Source: an optimization exercise on an open RTL-to-GDS flow (aim: small area, a short achievable clock period and few clock cycles per item). Production flows keep margins and buffers that such runs may drop. Where RTL was checked, it was by simulation tests only, not by an equivalence proof against the original. Power is estimated from default activity; no workload was simulated.

// pe8_feeder
module pe8_feeder #(
  parameter int N      = 32,
  parameter int Q      = 19,
  parameter int E8     = 10,
  parameter int PE_LAT = 3
) (
  input  logic            clk,
  input  logic            rst_n,
  input  logic            i_start,
  input  logic [E8-1:0]   i_cfg_en,
  output logic            o_busy,
  input  logic            i_s_valid,
  output logic            o_s_ready,
  input  logic [N-1:0]    i_s_data,
  input  logic [N-1:0]    i_s_weight,
  output logic [14*N-1:0] o_pe_in,
  output logic [14*N-1:0] o_pe_w,
  output logic [E8-1:0]   o_pe_en,
  input  logic [7*N-1:0]  i_pe_res,
  output logic            o_m_valid,
  input  logic            i_m_ready,
  output logic [N-1:0]    o_m_data,
  output logic            o_m_last,
  output logic            o_done
);
For scale: about 1900 cells after synthesis, about 1400 flip-flops, about 1200 I/O pins.
Settings: LEC_CHECK=0, CAP_MARGIN=20, CORE_MARGIN=2, CORE_UTILIZATION=30, CTS_CLUSTER_DIAMETER=100, CTS_CLUSTER_SIZE=25, SETUP_SLACK_MARGIN=1.95, SLEW_MARGIN=20; clock period 4.0 ns.
standard.sh (not shown) runs the stock make flow with config.mk's settings and CLKGATE_MAP_FILE= SYNTH_SCRIPT=/design/flow/synth_recipe.tcl, a recipe that flattens the netlist after the stock synthesis.
==> flow/flow/run.sh <==
#!/bin/bash
# Standard ORFS layout, with every port buffered by buf_2 instead of the default delay-cell
# buffer, and repair free to resize across cell footprints.
set -euo pipefail
bash standard.sh finish \
  "BUFFER_PORTS_ARGS=-buffer_cell sky130_fd_sc_hd__buf_2" \
  MATCH_CELL_FOOTPRINT=0 > flow_make.log 2>&1
The baseline went through all stages and came out clean.
Testbench counts at the start, summed over its fixed seeds: cycles 3,394, jobs 320.
Next try:
--- a/flow/design.v
+++ b/flow/design.v
@@ -74,25 +74,25 @@
       r_b_v     <= 1'b0;
       r_pe_on   <= 1'b0;
       r_pe_en   <= {E8{1'b0}};
       r_rv      <= 7'd0;
       r_done    <= 1'b0;
     end else begin
       r_p_v     <= r_p_v ? ~w_l_take : (w_start & ~w_l_take);
       r_l_v     <= w_l_v_nxt;
       r_s_ready <= w_s_ready_nxt;
       r_b_v     <= w_b_v_nxt;
       r_pe_on   <= w_pe_on_nxt;
       r_pe_en   <= w_b_now ? r_l_cfg : (w_pe_on_nxt ? r_b_cfg : {E8{1'b0}});
-      r_rv      <= w_cap ? (w_cap_full ? (r_cap_lo ? 7'b0000001 : w_rv_sh | 7'b0010000)
+      r_rv      <= w_cap ? (w_cap_full ? ((r_rv == 7'd0) ? 7'b0000001 : w_rv_sh | 7'b0010000)
                                        : 7'b1111111)
                          : w_rv_sh;
       r_done    <= w_m_hs & r_rl[0];
     end
   end
   always_ff @(posedge clk) begin
     r_idx <= w_idx_nxt;
     r_bc  <= r_pe_on ? r_bc + 2'd1 : 2'd0;
     if (w_start & ~r_p_v & ~w_l_take) r_p_cfg <= i_cfg_en;
     if (w_l_take) r_l_cfg <= r_p_v ? r_p_cfg : i_cfg_en;
     if (w_last_hs) r_b_cfg <= r_l_cfg;
   end
@@ -127,67 +127,47 @@
       if (r_we_s[k]) begin
         r_sd[k] <= i_s_data;
         r_sw[k] <= i_s_weight;
       end
     end
     for (int k = 8; k < 14; k++) begin
       if (r_we_s[k]) begin
         r_sd[k] <= w_zd;
         r_sw[k] <= w_zw;
       end
     end
   end
-  logic r_cap;                      
-  logic r_cap_lo;                   
-  logic [N-1:0] w_res4;
   assign w_m_hs = r_rv[0] & i_m_ready;
   always_comb begin
     w_t[0] = w_m_hs | ~r_rv[0];
     for (int k = 1; k < 7; k++) w_t[k] = w_t[k-1] | ~r_rv[k];
   end
   assign w_rv_sh    = ({1'b0, r_rv[6:1]} & w_t) | (r_rv & ~w_t);
-  assign w_cap      = r_cap;
+  assign w_cap      = r_pe_on & (r_bc == 2'd3);
   assign w_cap_full = r_b_cfg[E8-1];
-  assign w_res4     = w_cap_full ? i_pe_res[N-1:0] : i_pe_res[4*N +: N];
-  always_ff @(posedge clk or negedge rst_n) begin
-    if (!rst_n) begin
-      r_cap    <= 1'b0;
-      r_cap_lo <= 1'b0;
-    end else begin
-      r_cap    <= r_pe_on & (r_bc == 2'd2);
-      r_cap_lo <= r_pe_on & (r_bc == 2'd2) & (~r_b_cfg[E8-1] | (w_rv_sh == 7'd0));
-    end
-  end
   always_ff @(posedge clk) begin
-    for (int k = 0; k < 4; k++) begin
-      if (r_cap_lo) begin
+    for (int k = 0; k < 7; k++) begin
+      if (w_cap & ~w_cap_full) begin
         r_res[k] <= i_pe_res[k*N +: N];
-        r_rl[k]  <= (k == 0) & w_cap_full;
-      end else if (w_t[k]) begin
-        r_res[k] <= r_res[k+1];
-        r_rl[k]  <= r_rl[k+1];
+        r_rl[k]  <= (k == 6);
+      end else if (w_cap & w_cap_full & (k == 0) & (r_rv == 7'd0)) begin
+        r_res[k] <= i_pe_res[N-1:0];
+        r_rl[k]  <= 1'b1;
+      end else if (w_cap & w_cap_full & (k == 4) & (r_rv != 7'd0)) begin
+        r_res[k] <= i_pe_res[N-1:0];
+        r_rl[k]  <= 1'b1;
+      end else if (w_t[k] & (k < 6)) begin
+        r_res[k] <= r_res[(k < 6) ? k + 1 : k];
+        r_rl[k]  <= r_rl[(k < 6) ? k + 1 : k];
       end
-    end
-    for (int k = 4; k < 6; k++) begin
-      if (r_cap) begin
-        r_res[k] <= (k == 4) ? w_res4 : i_pe_res[k*N +: N];
-        r_rl[k]  <= (k == 4) & w_cap_full;
-      end else if (w_t[k]) begin
-        r_res[k] <= r_res[k+1];
-        r_rl[k]  <= r_rl[k+1];
-      end
-    end
-    if (r_cap) begin
-      r_res[6] <= i_pe_res[6*N +: N];
-      r_rl[6]  <= 1'b1;
     end
   end
   for (genvar k = 0; k < 14; k++) begin : g_slot
     assign o_pe_in[k*N +: N] = r_sd[k];
     assign o_pe_w[k*N +: N]  = r_sw[k];
   end
   assign o_busy    = r_p_v;
   assign o_s_ready = r_s_ready;
   assign o_pe_en   = r_pe_en;
   assign o_m_valid = r_rv[0];
   assign o_m_data  = r_res[0];
   assign o_m_last  = r_rl[0];
=> The new run finished with timing, DRC and antenna clean; worst hold slack gets worse by 0.024 ns; die area is about the same; worst setup slack improved by 0.15 ns; wire length rises slightly; fmax goes up by a few percent; final area went up slightly; sequential share of layout area shrinks by 0.83 points; clock power hardly moves; sequential cell count shrinks by 2; non-clock buffer count climbs by 36.
Testbench counts after the change, summed over its fixed seeds: cycles 3,394, jobs 320.

---

== TR ==
pe8_feeder, a different RTL version from the one above (not shown whole).
For scale: roughly 1300 flip-flops, about 1200 I/O pins, ~43000 um2 of cells after synthesis.
==> flow/config.mk <==
export PLATFORM = sky130hd
export DESIGN_NAME = pe8_feeder
export DESIGN_NICKNAME = pe8_feeder
export VERILOG_FILES = /design/flow/design.v
export SDC_FILE = /design/flow/constraint.sdc
export NUM_CORES = 4
export LEC_CHECK = 0
export CAP_MARGIN = 20
export CORE_MARGIN = 2
export CORE_UTILIZATION = 30
export CTS_CLUSTER_DIAMETER = 100
export CTS_CLUSTER_SIZE = 25
export SETUP_SLACK_MARGIN = 1.95
export SLEW_MARGIN = 20
==> flow/constraint.sdc <==
create_clock -name core_clock -period 4.0 [get_ports {clk}]
set_input_delay 0.8000 -clock core_clock [delete_from_list [all_inputs] [get_ports {clk}]]
set_output_delay 0.8000 -clock core_clock [all_outputs]
set_load 0.01 [all_outputs]
==> flow/flow/run.sh <==
#!/bin/bash
# Standard ORFS layout with three changes: the pins of each data bit share a stretch of the die
# edge (flow/io.tcl, run just before pin placement), every port is buffered by buf_2 instead of
# the default delay-cell buffer, and repair may resize across cell footprints.
set -euo pipefail
bash standard.sh finish \
  "PRE_IO_PLACEMENT_TCL=$PWD/flow/io.tcl" \
  "BUFFER_PORTS_ARGS=-buffer_cell sky130_fd_sc_hd__buf_2" \
  MATCH_CELL_FOOTPRINT=0 > flow_make.log 2>&1
Other scripts of this flow, unchanged in this note and not shown: flow/flow/io.tcl
> inputs changed (TR -> PW)
-- flow/design.v --
<<< TR, line 61
  logic [N-1:0]  w_zd, w_zw;
  logic r_cap;                      
  logic r_cap_r0;                   
  logic w_hs_adv, w_src, w_load, w_pcap, w_fcap13;
  logic w_v0_nxt, w_l0_nxt, w_f13_nxt, w_qempty_nxt;
>>> PW, line 61
  logic [N-1:0]  w_zd, w_zw;
  logic r_cap;                      
  logic r_pcap;                     
  logic r_fcap13;                   
  logic r_cap_r0;                   
  logic r_za, r_zb;                 
  logic w_zp_nxt;
  logic w_hs_adv, w_src, w_load, w_pcap, w_fcap13;
  logic w_v0_nxt, w_l0_nxt, w_f13_nxt, w_qempty_nxt;
<<< TR, line 95
      r_f13     <= 1'b0;
      r_zp      <= 1'b0;
      r_lastv   <= 1'b0;
    end else begin
>>> PW, line 99
      r_f13     <= 1'b0;
      r_zp      <= 1'b0;
      r_za      <= 1'b0;
      r_zb      <= 1'b0;
      r_lastv   <= 1'b0;
    end else begin
<<< TR, line 105
      r_seq     <= w_seq_nxt;
      r_f13     <= w_f13_nxt;
      r_zp      <= (r_we_s[3] & w_l_full) | (r_zp & ~w_zero_now);
      r_lastv   <= w_v0_nxt & w_l0_nxt;
    end
>>> PW, line 111
      r_seq     <= w_seq_nxt;
      r_f13     <= w_f13_nxt;
      r_zp      <= w_zp_nxt;
      r_za      <= w_zp_nxt & ((w_seq_nxt == 3'd0) | (w_seq_nxt == 3'd5) | (w_seq_nxt == 3'd6)) &
                   ~w_f13_nxt;
      r_zb      <= w_zp_nxt & (((w_seq_nxt == 3'd4) & ~w_f13_nxt) | ((w_seq_nxt == 3'd0) & w_f13_nxt));
      r_lastv   <= w_v0_nxt & w_l0_nxt;
    end
<<< TR, line 160
      end
    end
    if (w_pcap) begin
      r_sd[12] <= i_pe_res[1*N +: N];
      r_sw[12] <= i_pe_res[2*N +: N];
      r_sd[13] <= i_pe_res[3*N +: N];
      r_sw[13] <= i_pe_res[4*N +: N];
    end else if (w_fcap13) begin
      r_sd[13] <= i_pe_res[N-1:0];
    end else if (w_zero_now) begin
      r_sd[12] <= {N{1'b0}};
>>> PW, line 169
      end
    end
    if (r_cap) begin
      r_sd[12] <= i_pe_res[1*N +: N];
      r_sw[12] <= i_pe_res[2*N +: N];
      r_sd[13] <= w_cap_full ? i_pe_res[N-1:0] : i_pe_res[3*N +: N];
      r_sw[13] <= i_pe_res[4*N +: N];
    end else if (w_zero_now) begin
      r_sd[12] <= {N{1'b0}};
<<< TR, line 186
  assign w_src      = (r_seq != 3'd0) | r_f13;
  assign w_load     = w_hs_adv & w_src;
  assign w_pcap     = r_cap & ~w_cap_full;
  assign w_fcap13   = r_cap & w_cap_full & ~r_cap_r0;
  assign w_qempty   = ~r_v0 & (r_seq == 3'd0) & ~r_f13;
  assign w_seq_nxt  = w_pcap ? 3'd1 :
>>> PW, line 193
  assign w_src      = (r_seq != 3'd0) | r_f13;
  assign w_load     = w_hs_adv & w_src;
  assign w_pcap     = r_pcap;
  assign w_fcap13   = r_fcap13;
  assign w_qempty   = ~r_v0 & (r_seq == 3'd0) & ~r_f13;
  assign w_seq_nxt  = w_pcap ? 3'd1 :
<<< TR, line 200
                        (((r_seq == 3'd4) | ((r_seq == 3'd0) & r_f13)) & ~w_hs_adv) |
                        (r_f13 & (r_seq != 3'd0));
  assign w_zero_now   = r_zp & (((r_seq == 3'd0) | (r_seq == 3'd5) | (r_seq == 3'd6)) & ~r_f13 |
                                (((r_seq == 3'd4) & ~r_f13) | ((r_seq == 3'd0) & r_f13)) & w_hs_adv);
  always_comb begin
    case (r_seq)
>>> PW, line 207
                        (((r_seq == 3'd4) | ((r_seq == 3'd0) & r_f13)) & ~w_hs_adv) |
                        (r_f13 & (r_seq != 3'd0));
  assign w_zero_now   = r_za | (r_zb & w_hs_adv);
  assign w_zp_nxt     = (r_we_s[3] & w_l_full) | (r_zp & ~w_zero_now);
  always_comb begin
    case (r_seq)
<<< TR, line 216
    if (!rst_n) begin
      r_cap    <= 1'b0;
      r_cap_r0 <= 1'b0;
    end else begin
      r_cap    <= r_pe_on & (r_bc == 2'd2);
      r_cap_r0 <= r_pe_on & (r_bc == 2'd2) & (~r_b_cfg[E8-1] | w_qempty_nxt);
    end
>>> PW, line 223
    if (!rst_n) begin
      r_cap    <= 1'b0;
      r_pcap   <= 1'b0;
      r_fcap13 <= 1'b0;
      r_cap_r0 <= 1'b0;
    end else begin
      r_cap    <= r_pe_on & (r_bc == 2'd2);
      r_pcap   <= r_pe_on & (r_bc == 2'd2) & ~r_b_cfg[E8-1];
      r_fcap13 <= r_pe_on & (r_bc == 2'd2) & r_b_cfg[E8-1] & ~w_qempty_nxt;
      r_cap_r0 <= r_pe_on & (r_bc == 2'd2) & (~r_b_cfg[E8-1] | w_qempty_nxt);
    end
<<< TR, line 226
    else if (w_load) r_res0 <= w_src_data;
    r_l0 <= w_l0_nxt;
    if (w_pcap) begin
      r_res5 <= i_pe_res[5*N +: N];
      r_res6 <= i_pe_res[6*N +: N];
>>> PW, line 237
    else if (w_load) r_res0 <= w_src_data;
    r_l0 <= w_l0_nxt;
    if (r_cap_r0) begin
      r_res5 <= i_pe_res[5*N +: N];
      r_res6 <= i_pe_res[6*N +: N];
Results
Of PW and TR, PW shows the higher layout sequential cell count, with TR below it.
Number of clock sinks seen by CTS in PW is 4 above TR.
Power of PW falls short of that of TR by a little under 10%.
Core utilization of the finished layout on PW is down relative to TR.
Between TR and PW, clock network fraction of total power increased.
Relative to TR, the CTS buffer count of PW is lower by 2.
No run of this note included a check of the RTL's function; only the layout flow was run.

---

Another version of the RTL of pe8_feeder (not shown whole).
Size: ~1300 flip-flops, about 43000 um^2 of cells after synthesis.
==> flow/config.mk <==
export PLATFORM = sky130hd
export DESIGN_NAME = pe8_feeder
export DESIGN_NICKNAME = pe8_feeder
export VERILOG_FILES = /design/flow/design.v
export SDC_FILE = /design/flow/constraint.sdc
export NUM_CORES = 4
export LEC_CHECK = 0
export CAP_MARGIN = 20
export CORE_MARGIN = 2
export CORE_UTILIZATION = 30
export CTS_CLUSTER_DIAMETER = 100
export CTS_CLUSTER_SIZE = 25
export SETUP_SLACK_MARGIN = 1.95
export SLEW_MARGIN = 50
export TNS_END_PERCENT = 5
==> flow/constraint.sdc <==
create_clock -name core_clock -period 4.0 [get_ports {clk}]
set_input_delay 0.8000 -clock core_clock [delete_from_list [all_inputs] [get_ports {clk}]]
set_output_delay 0.8000 -clock core_clock [all_outputs]
set_load 0.01 [all_outputs]
==> flow/flow/io.tcl <==
# Pin regions: the pins of each data bit b (i_s_data/i_s_weight[b], o_pe_in/o_pe_w[32*s+b],
# i_pe_res[32*w+b], o_m_data[b]) share one stretch of the die edge, so the registers of that
# bit sit next to their pins. The control pins get a stretch of their own.
set block [ord::get_db_block]
set dbu [[ord::get_db_tech] getDbUnitsPerMicron]
set die [$block getDieArea]
set W [expr {([$die xMax] - [$die xMin]) / double($dbu)}]
set H [expr {([$die yMax] - [$die yMin]) / double($dbu)}]

proc esc {name idx} { return "$name\[$idx\]" }

set groups {}
for {set b 0} {$b < 32} {incr b} {
  set pins {}
  lappend pins [esc i_s_data $b] [esc i_s_weight $b] [esc o_m_data $b]
  for {set s 0} {$s < 14} {incr s} {
    lappend pins [esc o_pe_in [expr {32 * $s + $b}]] [esc o_pe_w [expr {32 * $s + $b}]]
  }
  for {set w 0} {$w < 7} {incr w} { lappend pins [esc i_pe_res [expr {32 * $w + $b}]] }
  lappend groups $pins
}
set ctl {clk rst_n i_start o_busy i_s_valid o_s_ready o_m_valid i_m_ready o_m_last o_done}
for {set i 0} {$i < 10} {incr i} { lappend ctl [esc i_cfg_en $i] [esc o_pe_en $i] }
# control pins in the middle of the sequence, so they sit mid-way along an edge
set order [concat [lrange $groups 0 15] [list $ctl] [lrange $groups 16 31]]

# walk the edges: bottom (left to right), right (bottom to top), top (right to left), left (top to
# bottom); the vertical-layer pins of the bottom and top edges pack closer, so those edges take more
set counts {10 6 10 7}
set margin 4.0
set i 0
for {set side 0} {$side < 4} {incr side} {
  set cnt [lindex $counts $side]
  if {$side == 0 || $side == 2} { set len $W } else { set len $H }
  set step [expr {($len - 2 * $margin) / $cnt}]
  for {set k 0} {$k < $cnt} {incr k} {
    set pins [lindex $order $i]
    set a [expr {$margin + $k * $step}]
    set e [expr {$a + $step}]
    switch $side {
      0 { set reg "bottom:[format %.2f $a]-[format %.2f $e]" }
      1 { set reg "right:[format %.2f $a]-[format %.2f $e]" }
      2 { set reg "top:[format %.2f [expr {$len - $e}]]-[format %.2f [expr {$len - $a}]]" }
      3 { set reg "left:[format %.2f [expr {$len - $e}]]-[format %.2f [expr {$len - $a}]]" }
    }
    set_io_pin_constraint -region $reg -pin_names $pins
    incr i
  }
}
Scripts as last shown in full above: flow/flow/run.sh
Then changed:
--- a/flow/design.v
+++ b/flow/design.v
@@ -55,19 +55,16 @@
   logic [3:0] w_idx_nxt;
   logic w_m_hs, w_cap_full, w_qempty, w_zero_now, w_busy12_nxt, w_busy13_nxt;
   logic          w_s_ready_nxt, w_l_full_nxt;
   logic [2:0]    r_we_b;            
   logic [13:0]   r_we_s;            
   logic          r_zero;            
   logic [N-1:0]  w_zd, w_zw;
-  logic r_pcap;                     
-  logic r_fcap13;                   
+  logic r_cap;                      
   logic r_cap_r0;                   
-  logic r_za, r_zb;                 
-  logic w_zp_nxt;
   logic w_hs_adv, w_src, w_load, w_pcap, w_fcap13;
   logic w_v0_nxt, w_l0_nxt, w_f13_nxt, w_qempty_nxt;
   logic [2:0] w_seq_nxt;
   logic [N-1:0] w_src_data;
   assign w_l_full  = r_l_cfg[E8-1];
   assign w_s_hs    = i_s_valid & r_s_ready;
   assign w_last_hs = w_s_hs & (r_idx == (w_l_full ? 4'd7 : 4'd13));
@@ -93,30 +90,25 @@
       r_s_ready <= 1'b0;
       r_b_v     <= 1'b0;
       r_pe_on   <= 1'b0;
       r_v0      <= 1'b0;
       r_seq     <= 3'd0;
       r_f13     <= 1'b0;
       r_zp      <= 1'b0;
-      r_za      <= 1'b0;
-      r_zb      <= 1'b0;
       r_lastv   <= 1'b0;
     end else begin
       r_p_v     <= r_p_v ? ~w_l_take : (w_start & ~w_l_take);
       r_l_v     <= w_l_v_nxt;
       r_s_ready <= w_s_ready_nxt;
       r_b_v     <= w_b_v_nxt;
       r_pe_on   <= w_pe_on_nxt;
       r_v0      <= w_v0_nxt;
       r_seq     <= w_seq_nxt;
       r_f13     <= w_f13_nxt;
-      r_zp      <= w_zp_nxt;
-      r_za      <= w_zp_nxt & ((w_seq_nxt == 3'd0) | (w_seq_nxt == 3'd5) | (w_seq_nxt == 3'd6)) &
-                   ~w_f13_nxt;
-      r_zb      <= w_zp_nxt & (((w_seq_nxt == 3'd4) & ~w_f13_nxt) | ((w_seq_nxt == 3'd0) & w_f13_nxt));
+      r_zp      <= (r_we_s[3] & w_l_full) | (r_zp & ~w_zero_now);
       r_lastv   <= w_v0_nxt & w_l0_nxt;
     end
   end
   always_ff @(posedge clk) begin
     if (!rst_n) begin
       r_pe_en <= {E8{1'b0}};
       r_done  <= 1'b0;
@@ -189,49 +181,47 @@
     end
   end
   assign w_cap_full = r_b_cfg[E8-1];
   assign w_m_hs     = r_v0 & i_m_ready;
   assign w_hs_adv   = w_m_hs | ~r_v0;
   assign w_src      = (r_seq != 3'd0) | r_f13;
   assign w_load     = w_hs_adv & w_src;
-  assign w_pcap     = r_pcap;
-  assign w_fcap13   = r_fcap13;
+  assign w_pcap     = r_cap & ~w_cap_full;
+  assign w_fcap13   = r_cap & w_cap_full & ~r_cap_r0;
   assign w_qempty   = ~r_v0 & (r_seq == 3'd0) & ~r_f13;
   assign w_seq_nxt  = w_pcap ? 3'd1 :
                       ((w_load & (r_seq != 3'd0)) ? ((r_seq == 3'd6) ? 3'd0 : r_seq + 3'd1) : r_seq);
   assign w_f13_nxt  = w_fcap13 | (r_f13 & ~(w_load & (r_seq == 3'd0)));
   assign w_v0_nxt   = r_cap_r0 | w_load | (r_v0 & ~w_m_hs);
   assign w_l0_nxt   = r_cap_r0 ? w_cap_full :
                       (w_load ? ((r_seq == 3'd6) | (r_seq == 3'd0)) : r_l0);
   assign w_qempty_nxt = (r_seq == 3'd0) & ~r_f13 & (~r_v0 | i_m_ready);
   assign w_busy12_nxt = w_pcap | (r_seq == 3'd1) | ((r_seq == 3'd2) & ~w_hs_adv);
   assign w_busy13_nxt = w_pcap | w_fcap13 | (r_seq == 3'd1) | (r_seq == 3'd2) | (r_seq == 3'd3) |
                         (((r_seq == 3'd4) | ((r_seq == 3'd0) & r_f13)) & ~w_hs_adv) |
                         (r_f13 & (r_seq != 3'd0));
-  assign w_zero_now   = r_za | (r_zb & w_hs_adv);
-  assign w_zp_nxt     = (r_we_s[3] & w_l_full) | (r_zp & ~w_zero_now);
+  assign w_zero_now   = r_zp & (((r_seq == 3'd0) | (r_seq == 3'd5) | (r_seq == 3'd6)) & ~r_f13 |
+                                (((r_seq == 3'd4) & ~r_f13) | ((r_seq == 3'd0) & r_f13)) & w_hs_adv);
   always_comb begin
     case (r_seq)
       3'd1:    w_src_data = r_sd[12];
       3'd2:    w_src_data = r_sw[12];
       3'd3:    w_src_data = r_sd[13];
       3'd4:    w_src_data = r_sw[13];
       3'd5:    w_src_data = r_res5;
       3'd6:    w_src_data = r_res6;
       default: w_src_data = r_sd[13];
     endcase
   end
   always_ff @(posedge clk or negedge rst_n) begin
     if (!rst_n) begin
-      r_pcap   <= 1'b0;
-      r_fcap13 <= 1'b0;
+      r_cap    <= 1'b0;
       r_cap_r0 <= 1'b0;
     end else begin
-      r_pcap   <= r_pe_on & (r_bc == 2'd2) & ~r_b_cfg[E8-1];
-      r_fcap13 <= r_pe_on & (r_bc == 2'd2) & r_b_cfg[E8-1] & ~w_qempty_nxt;
+      r_cap    <= r_pe_on & (r_bc == 2'd2);
       r_cap_r0 <= r_pe_on & (r_bc == 2'd2) & (~r_b_cfg[E8-1] | w_qempty_nxt);
     end
   end
   always_ff @(posedge clk) begin
     if (r_cap_r0) r_res0 <= i_pe_res[N-1:0];
     else if (w_load) r_res0 <= w_src_data;
     r_l0 <= w_l0_nxt;
=>
- The changed run went through all stages and came out clean
- final area grows by 2.2%
- total power grows by 1.1%
- area after synthesis rose by 0.78%
- core utilization rises by 0.72 points
- wire length climbs by 11%
- worst setup slack got worse by 0.064 ns
- cell count went up by 2.0%
- register-to-register slack degrades by 0.06 ns
- sequential power falls by about 3%
- first-iteration DRC count goes down by 6.5%
No run of this note included a check of the RTL's function; only the layout flow was run.

## port drivers added, routing unchanged
The flow's constraints put no driver on any port. The routed layouts listed below were extracted and timed again, unchanged, in two steps.
Step 1: set_driving_cell puts a clkbuf_16 on clk and a buf_2 on each other input, an assumption about the parent block.
Step 2 times the ports against the registers' clock, not the clock port: input delays grow and output delays shrink by t, the midpoint of the rising clock arrivals with the driver on.
a / b / c = ideal / step 1 / step 2; a / b = the first two.
| run | shift t [ns] | slack for setup (ns) | slew at the worst register clock pin (ns) | worst data-port slew with drivers (ns) |
|---|---|---|---|---|
| the first run of note 1 | 0.738 | 1.661 / 1.601 / 1.542 | 0.10 / 0.10 | 0.16 |
| the second run of note 1 | 0.756 | 1.809 / 1.728 / 1.672 | 0.10 / 0.10 | 0.14 |
| TR | 0.766 | 1.699 / 1.699 / 1.249 | 0.10 / 0.10 | 0.13 |
| PW | 0.760 | 1.843 / 1.764 / 1.499 | 0.10 / 0.10 | 0.13 |
| the first run of note 3 | 0.762 | 1.793 / 1.748 / 1.363 | 0.11 / 0.11 | 0.11 |
| the second run of note 3 | 0.764 | 1.730 / 1.724 / 1.245 | 0.11 / 0.11 | 0.13 |
After both steps every run listed still meets setup and hold. The setup slack of the second run of note 3, which loses most, moves by -0.006 ns with the drivers and by -0.485 ns with both steps.
